This design comes from an exercise in tuning for a short achievable clock period and few clock cycles on the open sky130 flow, not from production work.
Only simulation tests tie the RTL to the original design; equivalence was not proved.
Power is estimated from default activity; no workload was simulated.

==> exp/harbor <==
// cpuCore
module cpuCore (
    input  logic        clock,
    input  logic        reset,
    input  logic        progWrite,
    input  logic [5:0]  progAddress,
    input  logic [31:0] progData,
    output logic [31:0] pc,
    output logic        storeValid,
    output logic [31:0] storeAddress,
    output logic [31:0] storeData
);
==> module controller, before the edit <==
module controller (
    input  logic [31:0] instruction,
    output logic [4:0]  aluSelect,       
    output logic        useImmediate,    
    output logic        regWrite,        
    output logic [4:0]  writeIndex,
    output logic        isLoad,
    output logic        isStore,
    output logic        isBranch,
    output logic        isJump
);
    localparam [5:0] opR    = 6'h00;
    localparam [5:0] opJ    = 6'h02;
    localparam [5:0] opBeq  = 6'h04;
    localparam [5:0] opAddi = 6'h08;
    localparam [5:0] opLw   = 6'h23;
    localparam [5:0] opSw   = 6'h2b;
    localparam [5:0] fnAdd = 6'h20;
    localparam [5:0] fnSub = 6'h22;
    localparam [5:0] fnAnd = 6'h24;
    localparam [5:0] fnOr  = 6'h25;
    localparam [5:0] fnSlt = 6'h2a;
    logic [5:0] opcode, funct;
    logic       wr;
    assign opcode = instruction[31:26];
    assign funct  = instruction[5:0];
    always_comb
    begin
        aluSelect    = '0;
        useImmediate = 1'b0;
        wr           = 1'b0;
        writeIndex   = instruction[20:16];
        isLoad       = 1'b0;
        isStore      = 1'b0;
        isBranch     = 1'b0;
        isJump       = 1'b0;
        case (opcode)
            opR:
            begin
                writeIndex = instruction[15:11];
                wr = 1'b1;
                case (funct)
                    fnAdd:   aluSelect = 5'b00001;
                    fnSub:   aluSelect = 5'b00010;
                    fnAnd:   aluSelect = 5'b00100;
                    fnOr:    aluSelect = 5'b01000;
                    fnSlt:   aluSelect = 5'b10000;
                    default: wr = 1'b0;
                endcase
            end
            opAddi:
            begin
                aluSelect    = 5'b00001;
                useImmediate = 1'b1;
                wr           = 1'b1;
            end
            opLw:
            begin
                isLoad = 1'b1;
                wr     = 1'b1;
            end
            opSw:    isStore  = 1'b1;
            opBeq:   isBranch = 1'b1;
            opJ:     isJump   = 1'b1;
            default: ;
        endcase
    end
    assign regWrite = wr && (writeIndex != 5'd0);
endmodule
==> module cpuCore, before the edit <==
module cpuCore (
    input  logic        clock,
    input  logic        reset,
    input  logic        progWrite,
    input  logic [5:0]  progAddress,
    input  logic [31:0] progData,
    output logic [31:0] pc,
    output logic        storeValid,
    output logic [31:0] storeAddress,
    output logic [31:0] storeData
);
    logic        resetQ;          
    logic [31:0] pcF;             
    logic [31:0] pcE;
    logic [31:0] aE, bE;          
    logic [31:0] addrE;           
    logic [31:0] targetE;         
    logic [4:0]  aluSelE;
    logic [4:0]  destE;
    logic        writeE, loadE, storeE, branchE;
    logic [31:0] instruction;
    logic [4:0]  aluSel;
    logic        useImm, regWrite, isLoad, isStore, isBranch, isJump;
    logic [4:0]  writeIndex;
    logic [4:0]  rs, rt;
    logic [31:0] immExt, pcPlus4F, branchTargetF, jumpTargetF, nextPcF;
    logic [31:0] rfA, rfB, opA, opB;
    logic        branchAlways, branchCheck, redirect;
    logic [31:0] resultE, aluResultE, loadDataE;
    instructionMemory instrMem (
        .clock, .progWrite, .progAddress, .progData,
        .fetchIndex(pcF[7:2]), .instruction
    );
    controller ctrl (
        .instruction, .aluSelect(aluSel), .useImmediate(useImm), .regWrite,
        .writeIndex, .isLoad, .isStore, .isBranch, .isJump
    );
    assign rs     = instruction[25:21];
    assign rt     = instruction[20:16];
    assign immExt = {{16{instruction[15]}}, instruction[15:0]};
    registerFile regFile (
        .clock, .clear(resetQ),
        .readIndexA(rs), .readIndexB(rt),
        .writeIndex(destE), .writeEnable(writeE), .writeData(resultE),
        .readDataA(rfA), .readDataB(rfB)
    );
    assign opA = (writeE && destE == rs) ? resultE : rfA;
    assign opB = (writeE && destE == rt) ? resultE : rfB;
    assign branchAlways = isBranch && (rs == rt);
    assign branchCheck  = isBranch && (rs != rt) && (instruction[15:0] != 16'd0);
    assign pcPlus4F      = pcF + 32'd4;
    assign branchTargetF = pcPlus4F + {immExt[29:0], 2'b00};
    assign jumpTargetF   = {pcPlus4F[31:28], instruction[25:0], 2'b00};
    always_comb
    begin
        if (redirect)
            nextPcF = targetE;
        else if (isJump)
            nextPcF = jumpTargetF;
        else if (branchAlways)
            nextPcF = branchTargetF;
        else
            nextPcF = pcPlus4F;
    end
    alu aluUnit (
        .operandA(aE), .operandB(bE), .select(aluSelE), .result(aluResultE)
    );
    dataMemory dataMem (
        .clock, .clear(resetQ),
        .wordIndex(addrE[6:2]), .writeData(bE),
        .memWrite(storeE), .readData(loadDataE)
    );
    assign resultE  = aluResultE | (loadE ? loadDataE : 32'd0);
    assign redirect = branchE && (aE == bE);
    always_ff @(posedge clock)
    begin
        resetQ <= reset;
        if (reset)
        begin
            pcF     <= '0;
            aluSelE <= '0;
            writeE  <= 1'b0;
            loadE   <= 1'b0;
            storeE  <= 1'b0;
            branchE <= 1'b0;
        end
        else
        begin
            pcF <= nextPcF;
            if (redirect)
            begin
                aluSelE <= '0;
                writeE  <= 1'b0;
                loadE   <= 1'b0;
                storeE  <= 1'b0;
                branchE <= 1'b0;
            end
            else
            begin
                aluSelE <= aluSel;
                writeE  <= regWrite;
                loadE   <= isLoad;
                storeE  <= isStore;
                branchE <= branchCheck;
            end
        end
    end
    always_ff @(posedge clock)
    begin
        pcE     <= pcF;
        aE      <= opA;
        bE      <= useImm ? immExt : opB;
        addrE   <= opA + immExt;
        targetE <= branchTargetF;
        destE   <= writeIndex;
    end
    assign storeValid   = storeE;
    assign storeAddress = addrE;
    assign storeData    = bE;
    assign pc           = pcE;
endmodule
Settings: LEC_CHECK=0, CAP_MARGIN=20, CORE_MARGIN=2, CORE_UTILIZATION=25, PLACE_DENSITY=0.45, SLEW_MARGIN=20; clock period 13.0 ns.
run.sh (not shown) runs the stock make flow with config.mk's settings and CLKGATE_MAP_FILE= SYNTH_SCRIPT=/design/flow/synth_recipe.tcl, a recipe that flattens the netlist after the stock synthesis.
==> exp/fjord (differences from exp/harbor) <==
==> flow/flow/run.sh (new file) <==
#!/bin/bash
set -o pipefail
cd "$(dirname "$0")/.."
export SETUP_SLACK_MARGIN=$(cat flow/setup_margin.txt)
export TNS_END_PERCENT=$(cat flow/tns_end_percent.txt)
echo "SETUP_SLACK_MARGIN=$SETUP_SLACK_MARGIN TNS_END_PERCENT=$TNS_END_PERCENT" > run_settings.log
bash standard.sh > standard_flow.log 2>&1
==> flow/flow/setup_margin.txt (new file) <==
8.5
==> flow/flow/tns_end_percent.txt (new file) <==
5
==> flow/standard.sh (new file) <==
#!/bin/bash
# synth_recipe.tcl (not shown) runs the flow's synth.tcl, then flattens the netlist and writes it again
# the make line also repeats each setting of config.mk as NAME=value (left out here)
make -C /OpenROAD-flow-scripts/flow DESIGN_CONFIG=/design/flow/config.mk WORK_HOME=/design/flow/orfs CLKGATE_MAP_FILE= SYNTH_SCRIPT=/design/flow/synth_recipe.tcl "${@:-finish}"
removed: flow/run.sh
==> exp/cedar (differences from exp/harbor) <==
--- a/flow/design.v
+++ b/flow/design.v
@@ -141,6 +141,13 @@
             begin
-                isLoad = 1'b1;
-                wr     = 1'b1;
-            end
-            opSw:    isStore  = 1'b1;
+                aluSelect    = 5'b00001;
+                useImmediate = 1'b1;
+                isLoad       = 1'b1;
+                wr           = 1'b1;
+            end
+            opSw:
+            begin
+                aluSelect    = 5'b00001;
+                useImmediate = 1'b1;
+                isStore      = 1'b1;
+            end
             opBeq:   isBranch = 1'b1;
@@ -167,3 +174,4 @@
     logic [31:0] aE, bE;          
-    logic [31:0] addrE;           
+    logic [31:0] sdE;             
+    logic [6:0]  lowAddrE;        
     logic [31:0] targetE;         
@@ -219,8 +227,9 @@
     );
+    assign lowAddrE = aE[6:0] + bE[6:0];
     dataMemory dataMem (
         .clock, .clear(resetQ),
-        .wordIndex(addrE[6:2]), .writeData(bE),
+        .wordIndex(lowAddrE[6:2]), .writeData(sdE),
         .memWrite(storeE), .readData(loadDataE)
     );
-    assign resultE  = aluResultE | (loadE ? loadDataE : 32'd0);
+    assign resultE  = loadE ? loadDataE : aluResultE;
     assign redirect = branchE && (aE == bE);
@@ -264,3 +273,3 @@
         bE      <= useImm ? immExt : opB;
-        addrE   <= opA + immExt;
+        sdE     <= opB;
         targetE <= branchTargetF;
@@ -268,6 +277,12 @@
     end
-    assign storeValid   = storeE;
-    assign storeAddress = addrE;
-    assign storeData    = bE;
-    assign pc           = pcE;
-endmodule
+    always_ff @(posedge clock)
+    begin
+        if (reset)
+            storeValid <= 1'b0;
+        else
+            storeValid <= storeE;
+        storeAddress <= aluResultE;
+        storeData    <= sdE;
+        pc           <= pcE;
+    end
+endmodule
==> flow/flow/run.sh (new file) <==
#!/bin/bash
set -o pipefail
cd "$(dirname "$0")/.."
export SETUP_SLACK_MARGIN=$(cat flow/setup_margin.txt)
export TNS_END_PERCENT=$(cat flow/tns_end_percent.txt)
echo "SETUP_SLACK_MARGIN=$SETUP_SLACK_MARGIN TNS_END_PERCENT=$TNS_END_PERCENT" > run_settings.log
bash standard.sh > standard_flow.log 2>&1
==> flow/flow/setup_margin.txt (new file) <==
8.5
==> flow/flow/tns_end_percent.txt (new file) <==
5
==> flow/standard.sh (new file) <==
#!/bin/bash
# synth_recipe.tcl (not shown) runs the flow's synth.tcl, then flattens the netlist and writes it again
# the make line also repeats each setting of config.mk as NAME=value (left out here)
make -C /OpenROAD-flow-scripts/flow DESIGN_CONFIG=/design/flow/config.mk WORK_HOME=/design/flow/orfs CLKGATE_MAP_FILE= SYNTH_SCRIPT=/design/flow/synth_recipe.tcl "${@:-finish}"
removed: flow/run.sh
==> comparison <==
Non-clock buffer count, lowest first: exp/harbor, exp/fjord, exp/cedar.
Against exp/cedar, the sequential power of exp/fjord is smaller by about 6%.
The highest combinational power belongs to exp/cedar, the lowest to exp/harbor.
Between exp/cedar and exp/harbor, the lower die area is in exp/harbor (gap about 0.9%, measured against exp/harbor).
Final cell count, lowest first: exp/harbor, exp/fjord, exp/cedar.
Between exp/cedar and exp/fjord, the lower critical path depth is in exp/cedar (gap 10).
Hold slack: exp/cedar < exp/harbor < exp/fjord.
Core utilization, lowest first: exp/harbor, exp/fjord, exp/cedar.
Global-route usage: exp/harbor < exp/fjord < exp/cedar.
The lowest sequential share of layout area belongs to exp/cedar, the highest to exp/harbor.
==> figures <==
| metric | exp/fjord | exp/cedar | exp/harbor |
|---|---|---|---|
| Run status | timing/DRC/antenna clean | timing/DRC/antenna clean | timing/DRC/antenna clean |
| CP Max Fanout | 7 | 6 | 34 |
| RSZ-0062 raised after global routing | yes | yes | no |
| Non-clock buffer area fraction after layout | 0.0564 | 0.0683 | 0.0214 |
| FF+latch count, synth | 4,301 | 4,398 | 4,301 |
| Achievable Freq | 0.136 GHz | 0.193 GHz | 0.101 GHz |
| Bufs w/o clock | 1,022 | 1,223 | 554 |
| Fraction of power consumed by the clock network | 0.312 | 0.271 | 0.327 |
| Inst Count DP | 23,100 | 22,700 | 23,100 |
| Vias after detailed routing | 129,000 | 125,000 | 123,000 |
| Number of sequential storage elements | 4,301 | 4,398 | 4,301 |
| Highest-delay cell along the critical path | fa_2 | or4_1 | a21oi_1 |
| Ratio of layout area to synthesized area | 1.210x | 1.246x | 1.147x |
| Worst supply voltage drop on vdd | 0.176 mV | 0.233 mV | 0.146 mV |
| Number of buffers added by the clock tree synthesis step | 455 | 522 | 452 |
| Count of placed standard cells in the final layout, fillers left out | 24,400 | 24,400 | 23,900 |
| Average vias per placed instance | 5.27 | 5.12 | 5.15 |
| Area of all sequential standard cells | 127,000 um2 | 129,000 um2 | 127,000 um2 |
| Number of gates resized after cts | 669 | 1,251 | 0 |
| Sequential cell area fraction in the yosys report | 0.662 | 0.666 | 0.662 |
| Gpl congestion | 0.817 | 0.857 | 0.815 |
| Xor/xnor share of the synthesized area | 0.00584 | 0.00411 | 0.00584 |
Testbench counts of exp/harbor, summed over its fixed seeds: cycles 10,895.
Testbench counts of exp/fjord, summed over its fixed seeds: cycles 10,895.
Testbench counts of exp/cedar, summed over its fixed seeds: cycles 11,023.

[separate check: timing with driven ports]
No port has a modelled driver above. Below, the same layouts with a new extraction and two added sets of constraints. Step 1: set_driving_cell puts a clkbuf_16 on clock and a buf_2 on each other input, an assumption about the parent block. Step 2 moves the port delays by t, midway between the first and last clock arrival at a register: inputs arrive t later, outputs are due t later. That takes back most of the time a late clock gives input paths. Three values: ideal, step 1, step 2; two values: the first two.
run	t (ns)	slack for setup (ns)	slew at the worst register clock pin (ns)	worst data-port slew with drivers (ns)	cell pins on the clock port's net
exp/harbor	1.161	3.097 / 3.097 / 3.097	0.07 / 0.07	0.21	1
exp/fjord	1.163	5.664 / 5.664 / 5.664	0.08 / 0.08	0.25	1
exp/cedar	1.199	7.820 / 7.820 / 7.010	0.07 / 0.07	0.16	1
After both steps every run listed still meets setup and hold. The setup slack of exp/cedar, which loses most, moves by 0.000 ns with the drivers and by -0.810 ns with both steps.
